This design comes from an exercise in tuning for small area on the open sky130 flow, not from production work.
The RTL was checked by simulation tests, not by an equivalence proof against the original design.
Power is estimated from default activity; no workload was simulated.

$ cat flow/design.v
module oled_frame_arbiter #(
   parameter int STRING_LEN     = 64,
   parameter int REFRESH_CYCLES = 500000
) (
   input  logic                    CLK100MHZ,
   input  logic                    reset,
   input  logic                    req0,
   input  logic [8*STRING_LEN-1:0] msg0,
   output logic                    ack0,
   input  logic                    req1,
   input  logic [8*STRING_LEN-1:0] msg1,
   output logic                    ack1,
   output logic [7:0]              sendData,
   output logic                    sendDataValid,
   input  logic                    sendDone,
   output logic                    updateString,
   output logic                    busy,
   output logic                    active_src
);
   localparam int FW     = 8*STRING_LEN;
   localparam int CNT_W  = $clog2(STRING_LEN+1);
   localparam int HOLD_W = $clog2(REFRESH_CYCLES+1);
   localparam logic [CNT_W-1:0]  CNT_FULL  = CNT_W'(STRING_LEN);
   localparam logic [HOLD_W-1:0] HOLD_LOAD = HOLD_W'(REFRESH_CYCLES-1);
   typedef enum logic [2:0] {IDLE, START, WAIT_LOW, SEND, HOLD} state_t;
   state_t            state_q, state_d;
   logic [FW-1:0]     frame_q, frame_d;
   logic [CNT_W-1:0]  cnt_q, cnt_d;
   logic [HOLD_W-1:0] hold_q, hold_d;
   logic              ack0_q, ack0_d, ack1_q, ack1_d;
   logic [7:0]        data_q, data_d;
   logic              valid_q, valid_d;
   logic              upd_q, upd_d;
   logic              busy_q, busy_d;
   logic              src_q, src_d;
   logic              grant1;
   always_comb begin
      state_d = state_q;
      frame_d = frame_q;
      cnt_d   = cnt_q;
      hold_d  = hold_q;
      ack0_d  = 1'b0;
      ack1_d  = 1'b0;
      data_d  = data_q;
      valid_d = valid_q;
      upd_d   = 1'b0;
      src_d   = src_q;
      grant1  = 1'b0;
      case (state_q)
         IDLE: begin
            if (req0 || req1) begin
               grant1  = (req0 && req1) ? ~src_q : req1;
               frame_d = grant1 ? msg1 : msg0;
               ack0_d  = ~grant1;
               ack1_d  = grant1;
               src_d   = grant1;
               cnt_d   = CNT_FULL;
               state_d = START;
            end
         end
         START: begin
            upd_d   = 1'b1;
            state_d = WAIT_LOW;
         end
         WAIT_LOW: begin
            if (!sendDone) begin
               data_d  = frame_q[FW-1 -: 8];
               valid_d = 1'b1;
               state_d = SEND;
            end
         end
         SEND: begin
            if (sendDone) begin
               valid_d = 1'b0;
               cnt_d   = cnt_q - 1'b1;
               frame_d = frame_q << 8;
               if (cnt_q == CNT_W'(1)) begin
                  hold_d  = HOLD_LOAD;
                  state_d = HOLD;
               end else begin
                  state_d = WAIT_LOW;
               end
            end
         end
         HOLD: begin
            if (hold_q == '0) state_d = IDLE;
            else              hold_d  = hold_q - 1'b1;
         end
         default: state_d = IDLE;
      endcase
      busy_d = (state_d != IDLE);
   end
   always_ff @(posedge CLK100MHZ or posedge reset) begin
      if (reset) begin
         state_q <= IDLE;
         frame_q <= '0;
         cnt_q   <= CNT_FULL;
         hold_q  <= '0;
         ack0_q  <= 1'b0;
         ack1_q  <= 1'b0;
         data_q  <= 8'h00;
         valid_q <= 1'b0;
         upd_q   <= 1'b0;
         busy_q  <= 1'b0;
         src_q   <= 1'b1;
      end else begin
         state_q <= state_d;
         frame_q <= frame_d;
         cnt_q   <= cnt_d;
         hold_q  <= hold_d;
         ack0_q  <= ack0_d;
         ack1_q  <= ack1_d;
         data_q  <= data_d;
         valid_q <= valid_d;
         upd_q   <= upd_d;
         busy_q  <= busy_d;
         src_q   <= src_d;
      end
   end
   assign ack0          = ack0_q;
   assign ack1          = ack1_q;
   assign sendData      = data_q;
   assign sendDataValid = valid_q;
   assign updateString  = upd_q;
   assign busy          = busy_q;
   assign active_src    = src_q;
endmodule
$ cat flow/run.sh
#!/bin/bash
# synth_recipe.tcl (not shown) runs the flow's synth.tcl, then flattens the netlist and writes it again
# the make line also repeats each setting of config.mk as NAME=value (left out here)
make -C /OpenROAD-flow-scripts/flow DESIGN_CONFIG=/design/flow/config.mk WORK_HOME=/design/flow/orfs CLKGATE_MAP_FILE= SYNTH_SCRIPT=/design/flow/synth_recipe.tcl finish
$ cat flow/config.mk
export PLATFORM = sky130hd
export DESIGN_NAME = oled_frame_arbiter
export DESIGN_NICKNAME = oled_frame_arbiter
export VERILOG_FILES = /design/flow/design.v
export SDC_FILE = /design/flow/constraint.sdc
export NUM_CORES = 4
export LEC_CHECK = 0
export CAP_MARGIN = 20
export CORE_AREA = 10 10 370 370
export DIE_AREA = 0 0 380 380
export SLEW_MARGIN = 20
$ cat flow/constraint.sdc
create_clock -name core_clock -period 4.0 [get_ports {CLK100MHZ}]
set_input_delay 0.8000 -clock core_clock [delete_from_list [all_inputs] [get_ports {CLK100MHZ}]]
set_output_delay 0.8000 -clock core_clock [all_outputs]
set_load 0.01 [all_outputs]
==> results.yml, run 1 <==
timing:
  hold-worst-slack_ns: 0.468
  hold_viol_final: 0
  finalMaxSlewViolations: 0
  sum_of_negative_setup_slack_ns: 0
  period_needed_ns: 2.62
  timing.clock.skew_ns: 0.0264
  worst_slew_margin_rel: 0.408
  max_freq_mhz: 381
  final_critical_path_setup_slack_ns: 1.38
  worst_slew_pin_slew_ns: 0.888
  final_min_period_over_clock_period: 0.655
  rsz_0062_raised_after_global_routing: "no"
  setup_violations: 0
floorplanning:
  die_width_um: 380
  core_um2: 129000
  die-area_um2: 144000
  initial_core_util: 0.230
  floorplan.rows: 132
  die_h_um: 380
  io_pins: 1043
setup_path:
  cp_data_arrival_time_ns: 1.82
  critPathCaptureType: "primary output"
  crit_required_ns: 3.20
  cp_max_fo: 4
  startpoint: "src_q$_DFFE_PP1P_"
  rr_worst_depth: 7
  critical_path.startpoint_type: "flop"
  r2r_end: "frame_q[228]$_DFFE_PP0P_"
  worst_path_dominant_cell_family: "buffers and inverters"
  minimum_setup_slack_among_reg_to_reg_paths_ns: 1.57
  worst_setup_path_endpoint: "active_src"
  slowest_delay_ns: 0.61
  r2r_start: "state_q[0]$_DFF_PP0_"
  crit_path_cell_trace: "clkdlybuf4s50_1"
  startpoint_to_endpoint_class_of_the_critical_path: "flop to primary output"
  levels_on_crit_path: 1
  crit_buf_inv: 1
  critical-path-slowest-cell: "sky130_fd_sc_hd__clkdlybuf4s50_1"
routing:
  detailroute.via_count: 31308
  ant_nets: 0
  wire_per_inst_um: 20.4
  detail_route.first_pass.iterations: 6
  first_iter_violations: 2718
  post-route-drc-count: 0
  vias_per_cell: 4.62
  drt-total-wl_um: 138000
synthesis:
  synth.yosys.warnings: 1
  synth.avg_cell_area_um2: 7.27
  synth_ff_type: "sky130_fd_sc_hd__dfrtp_1"
  syn_inst: 4086
  syn-num-nets: 5118
  synth_area_um2: 29700
  synth_cell_types: 52
  synth-edff-count: 0
  synth_seq_cells: 555
  synth-async-reset-ratio: 1.00
  yosysSeqAreaShare: 0.468
final_layout:
  postLayoutCellArea_um2: 44400
  fraction_of_final_layout_cells_with_drive_strength_greater_than_1: 0.0471
  postLayoutCoreUtil: 0.344
  area_growth_syn_to_layout_pct: 49.4
  final_cell_count_without_fillers: 6780
  number_of_nets_in_the_layout: 5991
clocking:
  cts_hold_buf: 0
  postCtsResizedCells: 0
  cts.root.buffer_cell: "sky130_fd_sc_hd__clkbuf_16"
  clkSlewWorstSetupHoldPaths_ns: 0.05
  buffer_levels_on_the_longest_clock_path: 3
  clkLatencyLatePin_ns: 0.62
  cts_made_buffers: 68
  post_cts_buffers: 0
  cts-htree-levels: 3
  cts_tree: "done"
  clock_sinks: 555
placed_design:
  pre_cts_ws_ns: 0.731
  dpl-instance-area_um2: 42000
  gpl.final_weighted_congestion: 0.888
  placedCellCount: 6631
  detailed_place_hpwl_um: 107000
  place.port_buffers: 1042
power_and_ir_drop:
  post-layout-total-power_mw: 22.4
  p_per_area_nw_per_um2: 504
  leakagePower_nw: 18.9
  max-vdd-ir-drop_v: 0.000312
min_path:
  hold_path_class: "flop to flop"
grt:
  via_count_of_the_first_global_routing_pass: 31099
  grt_max_degree: 164
  grt.total_usage: 0.183
  globalRoute.totalOverflow: 0
  grt_antenna_before_repair: 31
  grt_pass1_wl_um: 202000
job:
  cap_viol_max_count: 0
run_status:
  run_status: "no timing/DRC/antenna violations"
worst min path at each step:
| stage | start | end | depth (start not counted) |
|---|---|---|---|
| 2_1_floorplan | frame_q[504]$_DFFE_PP0P_ | frame_q[504]$_DFFE_PP0P_ | 2 |
| 3_3_place_gp | frame_q[402]$_DFFE_PP0P_ | frame_q[402]$_DFFE_PP0P_ | 2 |
| 3_5_place_dp | frame_q[331]$_DFFE_PP0P_ | frame_q[331]$_DFFE_PP0P_ | 2 |
| 4_1_cts | frame_q[274]$_DFFE_PP0P_ | frame_q[274]$_DFFE_PP0P_ | 2 |
| 5_1_grt | frame_q[31]$_DFFE_PP0P_ | frame_q[31]$_DFFE_PP0P_ | 2 |
| 6_report | frame_q[67]$_DFFE_PP0P_ | frame_q[67]$_DFFE_PP0P_ | 2 |
cell usage after synthesis, types with 4 or more instances:
cell                       count  area share
sky130_fd_sc_hd__inv_1         5     0.00063
sky130_fd_sc_hd__nand2_1    1527        0.19
sky130_fd_sc_hd__nor3_1        6      0.0010
sky130_fd_sc_hd__dfrtp_1     553        0.47
sky130_fd_sc_hd__buf_1         7     0.00088
sky130_fd_sc_hd__and2_1        4     0.00084
sky130_fd_sc_hd__buf_2        80       0.013
sky130_fd_sc_hd__xor2_1        6      0.0018
sky130_fd_sc_hd__mux2_2        9      0.0034
sky130_fd_sc_hd__clkbuf_1    237       0.030
sky130_fd_sc_hd__o21ai_0    1021        0.17
sky130_fd_sc_hd__buf_4        21      0.0053
sky130_fd_sc_hd__nor2_1       14      0.0018
sky130_fd_sc_hd__a31oi_1       5      0.0011
sky130_fd_sc_hd__nand3_1     518       0.087
sky130_fd_sc_hd__nand4_1       4     0.00084
sky130_fd_sc_hd__mux2i_1      12      0.0040
cell type report:
type	instances	area [um2]
clock inverter	23	283
sequential	555	13900
tap	1742	2180
clock buffer	101	2050
antenna	25	62.6
multi-input combinational	3180	14300
timing repair buffer	1149	11600
inverter	5	22.5
fill	13836	84800
per-layer routing:
layer / share of wire / GRT usage / up-vias
li1: - / - / 15489
met1: 0.43 / 0.233 / 14727
met2: 0.49 / 0.312 / 940
met3: 0.061 / 0.0373 / 144
met4: 0.020 / 0.0481 / 8
met5: 0.00028 / 0 / -
cell families (layout without fill, tap and decap cells):
family,after synthesis,count (layout),share of synthesized area
compound gates,1047,1047,0.179
xor+xnor,8,8,0.00236
fa+ha+maj,3,3,0.00126
buf+inv,351,1278,0.0506
flops,555,555,0.468
mux,21,21,0.00746
other cells,0,25,0
simple gates,2101,2101,0.292
state kept, by name (all words and copies together) (netlist names):
signal	count
data_q	8
valid_q	1
src_q	1
ack1_q	1
hold_q	19
ack0_q	1
busy_q	1
upd_q	1
cnt_q	7
frame_q	512
state_q	3
report_power, final:
group	switching [mW]	leakage (nW)	internal (mW)	total (mW)
clock	2.55	1.15	3.89	6.44
sequential	1.43	6.84	7.77	9.20
combinational	3.89	10.9	2.85	6.74
cell usage in the layout (no fill, tap or decap), drive strengths merged, types with 2 or more instances in the layout:
cell type,instances
a211oi,3
a21o,2
a21oi,3
a31oi,5
and2,4
and3,3
and4b,2
buf,107
bufinv,5
clkbuf,101
clkdlybuf4s50,1042
clkinv,12
clkinvlp,3
dfrtp,553
dfstp,2
diode,25
ha,3
inv,8
mux2,9
mux2i,12
nand2,1527
nand2b,3
nand3,518
nand4,4
nand4b,2
nor2,14
nor3,7
nor3b,2
nor4,4
o21ai,1022
o31ai,2
o41ai,2
or3,4
or4,3
xnor2,2
xor2,6
==> inputs of run 2 (changes only) <==
==> flow/design.v (replaced) <==
module oled_frame_arbiter #(
   parameter int STRING_LEN     = 64,
   parameter int REFRESH_CYCLES = 500000
) (
   input  logic                    CLK100MHZ,
   input  logic                    reset,
   input  logic                    req0,
   input  logic [8*STRING_LEN-1:0] msg0,
   output logic                    ack0,
   input  logic                    req1,
   input  logic [8*STRING_LEN-1:0] msg1,
   output logic                    ack1,
   output logic [7:0]              sendData,
   output logic                    sendDataValid,
   input  logic                    sendDone,
   output logic                    updateString,
   output logic                    busy,
   output logic                    active_src
);
   localparam int FW     = 8*STRING_LEN;
   localparam int PTR_W  = $clog2(STRING_LEN);
   localparam int HOLD_W = $clog2(REFRESH_CYCLES);
   localparam logic [HOLD_W-1:0] HOLD_LOAD = HOLD_W'(REFRESH_CYCLES-1);
   typedef enum logic [2:0] {IDLE, START, WAIT_LOW, SEND, HOLD} state_t;
   state_t            state_q, state_d;
   logic [FW-1:0]     frame_q;
   logic              par_q;
   logic [PTR_W-1:0]  ptr_q;
   logic [HOLD_W-1:0] hold_q;
   logic              ack0_q, ack1_q;
   logic [7:0]        data_q;
   logic              valid_q, upd_q, busy_q, src_q;
   logic grant, grant1, g0, g1, load_byte, byte_done, last;
   assign grant     = (state_q == IDLE) && (req0 || req1);
   assign grant1    = (req0 && req1) ? ~src_q : req1;
   assign g0        = grant && !grant1;
   assign g1        = grant && grant1;
   assign load_byte = (state_q == WAIT_LOW) && !sendDone;
   assign byte_done = (state_q == SEND) && sendDone;
   assign last      = (ptr_q == PTR_W'(STRING_LEN-1));
   always_comb begin
      state_d = state_q;
      case (state_q)
         IDLE:     if (req0 || req1) state_d = START;
         START:    state_d = WAIT_LOW;
         WAIT_LOW: if (!sendDone) state_d = SEND;
         SEND:     if (sendDone) state_d = last ? HOLD : WAIT_LOW;
         HOLD:     if (hold_q == '0) state_d = IDLE;
         default:  state_d = IDLE;
      endcase
   end
   always_ff @(posedge CLK100MHZ) begin
      frame_q <= ~(({FW{g0}} & msg0) | ({FW{g1}} & msg1) | ({FW{~grant}} & frame_q));
      par_q   <= grant | ~par_q;
      if (grant) ptr_q <= '0;
      else if (byte_done) ptr_q <= ptr_q + 1'b1;
      if (byte_done) hold_q <= HOLD_LOAD;
      else           hold_q <= hold_q - 1'b1;
   end
   always_ff @(posedge CLK100MHZ or posedge reset) begin
      if (reset) begin
         state_q <= IDLE;
         ack0_q  <= 1'b0;
         ack1_q  <= 1'b0;
         data_q  <= 8'h00;
         valid_q <= 1'b0;
         upd_q   <= 1'b0;
         busy_q  <= 1'b0;
         src_q   <= 1'b1;
      end else begin
         state_q <= state_d;
         ack0_q  <= grant && !grant1;
         ack1_q  <= grant && grant1;
         if (grant) src_q <= grant1;
         if (load_byte) data_q <= frame_q[FW-8-8*ptr_q +: 8] ^ {8{par_q}};
         if (load_byte) valid_q <= 1'b1;
         else if (byte_done) valid_q <= 1'b0;
         upd_q   <= (state_q == START);
         busy_q  <= (state_d != IDLE);
      end
   end
   assign ack0          = ack0_q;
   assign ack1          = ack1_q;
   assign sendData      = data_q;
   assign sendDataValid = valid_q;
   assign updateString  = upd_q;
   assign busy          = busy_q;
   assign active_src    = src_q;
endmodule
==> results.yml, run 2 <==
run_status:
  run_status: "no timing/DRC/antenna violations"
synthesis:
  synth-edff-count: 0
  yosysSeqAreaShare: 0.502
  top_cell_type_s_share_of_synthesized_area: 0.483
  synth_area_leaders: "sky130_fd_sc_hd__dfxtp_1, sky130_fd_sc_hd__a222oi_1, sky130_fd_sc_hd__mux4_2, sky130_fd_sc_hd__mux2i_1, sky130_fd_sc_hd__clkbuf_1"
  synth.yosys.warnings: 1
  post-synth-top-count-cell: "sky130_fd_sc_hd__dfxtp_1"
  synth_ff_type: "sky130_fd_sc_hd__dfxtp_1"
  synth.avg_cell_area_um2: 12.7
  syn-num-nets: 2785
  synth-async-reset-ratio: 0.0306
  synth.largest_area_cell: "sky130_fd_sc_hd__dfxtp_1"
  synth_cell_types: 69
  synth_seq_cells: 555
  synth.cells.most_frequent: "sky130_fd_sc_hd__dfxtp_1, sky130_fd_sc_hd__a222oi_1, sky130_fd_sc_hd__clkbuf_1"
  syn_inst: 1754
  synth_area_um2: 22300
floorplanning:
  initial_core_util: 0.173
  io_pins: 1043
  die_h_um: 380
  die_width_um: 380
  floorplan.rows: 132
  die-area_um2: 144000
  core_um2: 129000
clocking:
  clock_sinks: 555
  cts_made_buffers: 71
  cts.root.buffer_cell: "sky130_fd_sc_hd__clkbuf_16"
  buffer_levels_on_the_longest_clock_path: 3
  postCtsResizedCells: 0
  clkLatencyLatePin_ns: 0.67
  cts_hold_buf: 0
  post_cts_buffers: 0
  clkSlewWorstSetupHoldPaths_ns: 0.05
  cts-htree-levels: 3
  cts_tree: "done"
grt:
  grt_antenna_before_repair: 123
  grt_pass1_wl_um: 201000
  grt_max_degree: 130
  via_count_of_the_first_global_routing_pass: 22826
  globalRoute.totalOverflow: 0
  grt.total_usage: 0.199
routing:
  ant_nets: 0
  first_iter_violations: 4393
  detail_route.first_pass.iterations: 14
  post-route-drc-count: 0
  vias_per_cell: 5.15
  detailroute.via_count: 23400
  drt-total-wl_um: 153000
  wire_per_inst_um: 33.6
timing:
  worst_slew_pin_slew_ns: 0.997
  timing.clock.skew_ns: 0.0415
  max_freq_mhz: 312
  finalMaxSlewViolations: 0
  rsz_0062_raised_after_global_routing: "no"
  worst_slew_margin_rel: 0.335
  sum_of_negative_setup_slack_ns: 0
  period_needed_ns: 3.20
  final_min_period_over_clock_period: 0.800
  final_critical_path_setup_slack_ns: 0.799
  setup_violations: 0
  hold_viol_final: 0
final_layout:
  commonest_cells_after_routing_fill_and_taps_aside: "sky130_fd_sc_hd__clkdlybuf4s50_1, sky130_fd_sc_hd__dfxtp_1, sky130_fd_sc_hd__a222oi_1"
  area_growth_syn_to_layout_pct: 66.6
  layout.cells.most_common: "sky130_fd_sc_hd__clkdlybuf4s50_1"
  number_of_nets_in_the_layout: 3756
  fraction_of_final_layout_cells_with_drive_strength_greater_than_1: 0.120
  layout_top_registers: "frame_q: 512 flops, hold_q: 19 flops, data_q: 8 flops"
  number_of_fill_cells: 13356
  top_register: "frame_q"
  largest_reg_flops: 512
placed_design:
  pre_cts_ws_ns: 0.723
  gpl.final_weighted_congestion: 0.885
  place.port_buffers: 1042
  detailed_place_hpwl_um: 124000
setup_path:
  critical_path.startpoint_type: "flop"
  crit_required_ns: 4.53
  cp_max_fo: 25
  critPathCaptureType: "flop"
  startpoint_to_endpoint_class_of_the_critical_path: "flop to flop"
  cp_data_arrival_time_ns: 3.73
power_and_ir_drop:
  leakagePower_nw: 13.2
  p_per_area_nw_per_um2: 562
  post-layout-total-power_mw: 20.9
  max-vdd-ir-drop_v: 0.000299
job:
  cap_viol_max_count: 0
min_path:
  hold_path_class: "flop to flop"
run 2: cell types whose count changed after synthesis, moves of 14 or more:
cell and change:
sky130_fd_sc_hd__a222oi_1 +512, sky130_fd_sc_hd__nand3_1 -505, sky130_fd_sc_hd__mux2i_1 +33, sky130_fd_sc_hd__dfrtp_1 -537, sky130_fd_sc_hd__buf_4 -14, sky130_fd_sc_hd__mux4_2 +95
sky130_fd_sc_hd__dfxtp_1 +538, sky130_fd_sc_hd__nor2_1 +14, sky130_fd_sc_hd__mux2_2 +19, sky130_fd_sc_hd__o22ai_1 +24, sky130_fd_sc_hd__o21ai_0 -1011, sky130_fd_sc_hd__nand2_1 -1477
sky130_fd_sc_hd__clkbuf_1 -123
run 2: final timing paths:
path / start / end / slack [ns] / depth (start not counted)
worst min register to register: hold_q[0]$_SDFF_PP1_ / hold_q[0]$_SDFF_PP1_ / 0.41 / 1
worst max register to register: ptr_q[0]$_SDFFE_PP0P_ / data_q[2]$_DFFE_PP0P_ / 0.80 / 8
worst min-delay path: hold_q[0]$_SDFF_PP1_ / hold_q[0]$_SDFF_PP1_ / 0.41 / 1
min in group asynchronous: reset / ack1_q$_DFF_PP0_ / 0.42 / 2
worst max-delay path: ptr_q[0]$_SDFFE_PP0P_ / data_q[2]$_DFFE_PP0P_ / 0.80 / 8
max in group asynchronous: reset / data_q[0]$_DFFE_PP0P_ / 3.12 / 3
run 2: power breakdown:
part           leakage (nW)  internal, mW  switching [mW]
combinational          7.28          3.58            2.94
sequential             4.77          6.68            1.16
clock                  1.14          3.84            2.70
run 2: cell families after synthesis:
logic type / share of synthesized area
mux: 0.139
simple gates: 0.0369
compound gates: 0.267
flops: 0.502
xor+xnor: 0.00589
buf+inv: 0.0478
fa+ha+maj: 0.00112
run 2: stage by stage:
step	std cells	cell area [um2]	hold WS [ns]	util
3_3_place_gp	4393	34700	0.393	0.269
4_1_cts	4517	37100	0.410	0.287
6_report	4548	37200	0.410	0.288
5_1_grt	4539	37200	0.360	0.288
2_1_floorplan	1754	22300	0.379	-
3_5_place_dp	4393	34700	0.397	0.269
run 2: area by class of cell:
| cell class | instances | area [um2] | area share |
|---|---|---|---|
| antenna | 30 | 75.1 | 0.00202 |
| clock buffer | 95 | 1990 | 0.0535 |
| clock inverter | 29 | 353 | 0.00949 |
| inverter | 5 | 18.8 | 0.000505 |
| multi-input combinational | 972 | 10100 | 0.271 |
| sequential | 555 | 11200 | 0.302 |
| tap | 1742 | 2180 | 0.0586 |
| timing repair buffer | 1120 | 11300 | 0.303 |
run 2: critical path, stage by stage (launching register included):
cell                       delay (ns)
sky130_fd_sc_hd__dfxtp_4         0.70
sky130_fd_sc_hd__buf_4           0.44
sky130_fd_sc_hd__buf_4           0.36
sky130_fd_sc_hd__nor2b_2         0.20
sky130_fd_sc_hd__a221o_1         0.34
sky130_fd_sc_hd__o221ai_1        0.44
sky130_fd_sc_hd__and4_1          0.37
sky130_fd_sc_hd__a211o_1         0.12
sky130_fd_sc_hd__nand3_1         0.06
run 2: routing by layer:
metal	share of wire	global-route usage	vias up
met3	0.092	0.0607	304
met1	0.38	0.234	11699
met2	0.50	0.344	1440
met4	0.028	0.0603	50
li1	-	-	9907
met5	0.0020	0	-

## static timing again, ports no longer ideal
How much do the figures lean on ideal ports? The routed layouts below were timed once more, with nothing changed but the port constraints. Step 1: set_driving_cell puts a clkbuf_16 on CLK100MHZ and a buf_2 on each other input, an assumption about the parent block. Step 2 also shifts input and output timing later by t, the mid clock arrival at the registers, as if the neighbouring blocks saw the same clock. Slacks: no drivers / after step 1 / after step 2; pairs: no drivers / after step 1.
| run | shift t [ns] | setup WS [ns] | cell pins on the clock port's net |
|---|---|---|---|
| run 1 | 0.689 | 1.379 / 1.304 / 0.756 | 1 |
| run 2 | 0.726 | 0.799 / 0.799 / 0.612 | 1 |
After both steps setup and hold are still met in every run listed. The setup slack of run 1, which loses most, moves by -0.075 ns with the drivers and by -0.623 ns with both steps.
